Source: an optimization exercise on an open RTL-to-GDS flow (aim: small area). Production flows keep margins and buffers that such runs may drop. Function was checked by simulation only, so behaviour that the tests miss may differ from the original. The flow treats the clock pin as an ideal source, which a real chip does not have. Power is estimated from default activity; no workload was simulated.

== rev 12 ==
==> flow/design.v <==
package lpd_pkg;
   localparam int CHAN_W = 4;
   localparam int BYTE_W = 8;
   localparam int LEN_W  = 64;
   localparam int DEF_NUM_CHANNELS = 16;
   localparam int DEF_HEADER_BYTES = 8;
   typedef struct packed {
      logic [CHAN_W-1:0] channel;
      logic [BYTE_W-1:0] data_byte;
   } req_type;
   typedef struct packed {
      logic [CHAN_W-1:0] out_channel;
      logic [BYTE_W-1:0] payload_byte;
      logic              first_of_frame;
      logic              last_of_frame;
      logic              empty_frame;
   } rsp_type;
   typedef struct packed {
      logic    present;
      rsp_type word;
   } ctx_res_type;
endpackage
module lpd_ctx
#(
   parameter int NUM_CHANNELS = lpd_pkg::DEF_NUM_CHANNELS,
   parameter int HEADER_BYTES = lpd_pkg::DEF_HEADER_BYTES
) (
   input  logic        clock,
   input  logic        reset,
   input  logic        step,
   input  lpd_pkg::req_type     item,
   output lpd_pkg::ctx_res_type res,
   output logic        may_defer
);
   localparam int DEPTH = 1 << lpd_pkg::CHAN_W;
   localparam int LEN_W = lpd_pkg::LEN_W;
   localparam logic [1:0] M_HDR0 = 2'b00;
   localparam logic [1:0] M_HDR  = 2'b01;
   localparam logic [1:0] M_PAY1 = 2'b10;
   localparam logic [1:0] M_PAY  = 2'b11;
   logic [1:0]       mode_ff [DEPTH];
   logic [LEN_W-1:0] data_ff [DEPTH];
   logic [1:0]       mode;
   logic [LEN_W-1:0] data;
   logic             in_header;
   logic             hdr_last;
   logic             use_dec;
   logic [2:0]       hc;
   logic [LEN_W-1:0] x;
   logic [LEN_W:0]   z;
   logic [LEN_W-1:0] dec;
   logic             x_zero;
   logic [1:0]       mode_in;
   logic [LEN_W-1:0] data_in;
   assign mode = mode_ff[item.channel];
   assign data = data_ff[item.channel];
   assign in_header = ~mode[1];
   assign hc        = mode[0] ? data[LEN_W-1 -: 3] : 3'd0;
   assign hdr_last  = mode[0] & (data[LEN_W-1 -: 3] == 3'd7);
   assign use_dec   = mode[1] | hdr_last;
   assign x = {(mode[1] ? data[LEN_W-1 -: 8] : item.data_byte), data[LEN_W-9:0]};
   logic [16:0] g_pre;
   assign g_pre[0] = 1'b1;
   for (genvar j = 0; j < 16; j++) begin : g_grp
      logic [4:0] zl;
      assign zl[0] = 1'b1;
      for (genvar b = 0; b < 4; b++) begin : g_bit
         assign zl[b+1]     = zl[b] & ~x[4*j+b];
         assign z[4*j+b]    = g_pre[j] & zl[b];
         assign dec[4*j+b]  = x[4*j+b] ^ z[4*j+b];
      end
      assign g_pre[j+1] = g_pre[j] & zl[4];
   end
   assign z[LEN_W] = g_pre[16];
   assign x_zero = z[LEN_W];
   assign may_defer = in_header & ~hdr_last;
   always_comb begin
      res.present             = mode[1] | (hdr_last & x_zero);
      res.word.out_channel    = item.channel;
      res.word.payload_byte   = item.data_byte & {8{mode[1]}};
      res.word.first_of_frame = (mode == M_PAY1);
      res.word.last_of_frame  = in_header | x_zero;
      res.word.empty_frame    = in_header;
   end
   always_comb begin
      if (use_dec) begin
         data_in = dec;
         mode_in = x_zero ? M_HDR0 : (mode[1] ? M_PAY : M_PAY1);
      end else begin
         data_in = data;
         for (int k = 0; k < 7; k++) begin
            if (hc == 3'(k)) data_in[8*k +: 8] = item.data_byte;
         end
         data_in[LEN_W-1 -: 3] = hc + 3'd1;
         mode_in = M_HDR;
      end
   end
   for (genvar i = 0; i < DEPTH; i++) begin : g_ch
      always_ff @(posedge clock) begin
         if (reset) begin
            mode_ff[i] <= M_HDR0;
         end else if (step && item.channel == lpd_pkg::CHAN_W'(i)) begin
            mode_ff[i] <= mode_in;
         end
      end
      always_ff @(posedge clock) begin
         if (step && item.channel == lpd_pkg::CHAN_W'(i)) begin
            data_ff[i] <= data_in;
         end
      end
   end
endmodule
module lpd_out_reg
(
   input  logic    clock,
   input  logic    reset,
   input  logic    load,
   input  lpd_pkg::rsp_type word,
   output logic    free,
   output logic    rsp_valid,
   input  logic    rsp_ready,
   output lpd_pkg::rsp_type rsp_data
);
   logic    valid_ff;
   lpd_pkg::rsp_type data_ff;
   assign free      = ~valid_ff | rsp_ready;
   assign rsp_valid = valid_ff;
   assign rsp_data  = data_ff;
   always_ff @(posedge clock) begin
      if (reset) begin
         valid_ff <= 1'b0;
      end else if (load) begin
         valid_ff <= 1'b1;
      end else if (rsp_ready) begin
         valid_ff <= 1'b0;
      end
   end
   always_ff @(posedge clock) begin
      if (load) begin
         data_ff <= word;
      end
   end
endmodule
module length_prefix_deframer_unit
#(
   parameter int NUM_CHANNELS = lpd_pkg::DEF_NUM_CHANNELS,
   parameter int HEADER_BYTES = lpd_pkg::DEF_HEADER_BYTES
) (
   input  logic    clock,
   input  logic    reset,
   input  logic    req_valid,
   output logic    req_ready,
   input  lpd_pkg::req_type req_data,
   output logic    rsp_valid,
   input  logic    rsp_ready,
   output lpd_pkg::rsp_type rsp_data
);
   lpd_pkg::ctx_res_type res;
   logic        out_free;
   logic        no_res;
   logic        step;
   logic        load;
   assign req_ready = out_free | no_res;
   assign step      = req_valid & req_ready;
   assign load      = step & res.present;
   lpd_ctx #(
      .NUM_CHANNELS (NUM_CHANNELS),
      .HEADER_BYTES (HEADER_BYTES)
   ) u_ctx (
      .clock (clock),
      .reset (reset),
      .step  (step),
      .item  (req_data),
      .res   (res),
      .may_defer (no_res)
   );
   lpd_out_reg u_out (
      .clock     (clock),
      .reset     (reset),
      .load      (load),
      .word      (res.word),
      .free      (out_free),
      .rsp_valid (rsp_valid),
      .rsp_ready (rsp_ready),
      .rsp_data  (rsp_data)
   );
endmodule
==> flow/config.mk <==
export PLATFORM = sky130hd
export DESIGN_NAME = length_prefix_deframer_unit
export DESIGN_NICKNAME = length_prefix_deframer_unit
export VERILOG_FILES = /design/flow/design.v
export SDC_FILE = /design/flow/constraint.sdc
export NUM_CORES = 4
export LEC_CHECK = 0
export ABC_AREA = 1
export CAP_MARGIN = 20
export CORE_MARGIN = 2
export CORE_UTILIZATION = 75
export SLEW_MARGIN = 20
==> flow/constraint.sdc <==
create_clock -name core_clock -period 10.0 [get_ports {clock}]
set_input_delay 2.0000 -clock core_clock [delete_from_list [all_inputs] [get_ports {clock}]]
set_output_delay 2.0000 -clock core_clock [all_outputs]
set_load 0.01 [all_outputs]
standard.sh (not shown) runs the stock make flow with config.mk's settings and CLKGATE_MAP_FILE= SYNTH_SCRIPT=/design/flow/synth_recipe.tcl, a recipe that flattens the netlist after the stock synthesis.
==> flow/flow/run.sh <==
#!/bin/bash
# The standard layout (standard.sh) with these changes:
#  - synthesis maps the logic with flow/abc_map.script (see flow/synth.tcl);
#  - ports are buffered with the smallest buffer, sky130_fd_sc_hd__buf_1;
#  - the clock tree uses clkbuf_8 leaf clusters of up to 18 sinks, without dummy loads;
#  - after clock tree synthesis, cells with slack to spare are downsized (flow/post_cts.tcl).
set -euo pipefail
cd "$(dirname "$0")/.."
work=$(pwd)
export FLOW_SYNTH_TCL=$work/synth_recipe.tcl
export MY_ABC_SCRIPT=$work/flow/abc_map.script
export BUFFER_PORTS_ARGS="-buffer_cell sky130_fd_sc_hd__buf_1"
export CTS_ARGS="-sink_clustering_enable -repair_clock_nets -buf_list sky130_fd_sc_hd__clkbuf_8 -sink_clustering_size 18 -sink_clustering_max_diameter 60 -dont_use_dummy_load"
export POST_CTS_TCL=$work/flow/post_cts.tcl
sed "s#SYNTH_SCRIPT=[^ ]*#SYNTH_SCRIPT=$work/flow/synth.tcl#" standard.sh > my_standard.sh
grep -q "SYNTH_SCRIPT=$work/flow/synth.tcl" my_standard.sh
bash my_standard.sh > standard.log 2>&1
==> flow/flow/abc_map.script <==
strash
&get -n
&dch
&nf
&put
topo
stime -c
buffer -c
upsize -c
dnsize -c
==> flow/flow/post_cts.tcl <==
# After clock tree synthesis and its timing repair: downsize cells on paths with slack
# to spare (keeping 0.5 ns of setup margin), then legalize the placement again.
estimate_parasitics -placement
repair_timing -recover_power 100 -setup_margin 0.5 -verbose
detailed_placement
check_placement -verbose
==> flow/flow/synth.tcl <==
# The standard flow's synthesis script, with the logic mapped by an area-recovering ABC script
# (abc_map.script) in place of the flow's. Registers are mapped as before.
proc abc {args} {
  set i [lsearch -exact $args -script]
  if {$i >= 0} { lset args [expr {$i + 1}] $::env(MY_ABC_SCRIPT) }
  yosys abc {*}$args
}
source $::env(FLOW_SYNTH_TCL)
The inputs of rev 13 differ from those of rev 12 as listed below.
- CTS_CLUSTER_DIAMETER: unset -> 80
- CORE_UTILIZATION: 75 -> 60
- CTS_BUF_LIST: unset -> sky130_fd_sc_hd__clkbuf_16
- CTS_CLUSTER_SIZE: unset -> 25
==> flow/flow/run.sh <==
#!/bin/bash
# The standard layout (standard.sh) with two changes:
#  - synthesis maps the logic with flow/abc_map.script (see flow/synth.tcl);
#  - the clock tree is built without dummy loads.
set -euo pipefail
cd "$(dirname "$0")/.."
work=$(pwd)
export FLOW_SYNTH_TCL=$work/synth_recipe.tcl
export MY_ABC_SCRIPT=$work/flow/abc_map.script
export CTS_ARGS="-sink_clustering_enable -repair_clock_nets -buf_list sky130_fd_sc_hd__clkbuf_16 -sink_clustering_size 25 -sink_clustering_max_diameter 80 -dont_use_dummy_load"
sed "s#SYNTH_SCRIPT=[^ ]*#SYNTH_SCRIPT=$work/flow/synth.tcl#" standard.sh > my_standard.sh
grep -q "SYNTH_SCRIPT=$work/flow/synth.tcl" my_standard.sh
bash my_standard.sh > standard.log 2>&1
removed: flow/flow/post_cts.tcl
Notes after the runs:
Measured against each other, rev 12 and rev 13 differ in area added between synthesis and finish, the lower figure coming from rev 12.
Slowest cell on the critical path = nor4_1: rev 12; slowest cell on the critical path = clkdlybuf4s50_1: rev 13
Ratio of final minimum period to clock period: rev 12 and rev 13 compared, higher one is rev 12
Between rev 13 and rev 12, it is rev 13 whose total power is higher, by about 3.7%.
Rev 12 vs rev 13, start-to-end type of the worst setup path: in -> reg vs in -> out

static timing again, ports no longer ideal:
The results above use ideal ports. As a check the final layouts listed here were re-extracted and re-timed, cells and wires unchanged.
Step 1, drivers: a clkbuf_16 drives clock and a buf_2 each remaining input, both assumed.
Step 2 adds t to the input delays and takes it off the output delays; t is the mean of the earliest and latest rising clock arrival at the registers after step 1. Input paths then give back, and output paths get back, about the clock's delay inside the block.
Slacks: ideal / step 1 / step 2; pairs: ideal / step 1.
run	shift t [ns]	setup slack, ns	clock arrival spread, ns	worst data-port slew with drivers (ns)	cell pins on the clock port's net
rev 12	0.742	1.480 / 1.513 / 0.772	0.056 / 0.057	0.05	1
rev 13	0.698	1.603 / 1.565 / 1.245	0.052 / 0.052	0.04	1
After both steps every run listed still meets setup and hold. For rev 12, which loses most, drivers alone change the setup slack by +0.033 ns; drivers and shift together by -0.708 ns.
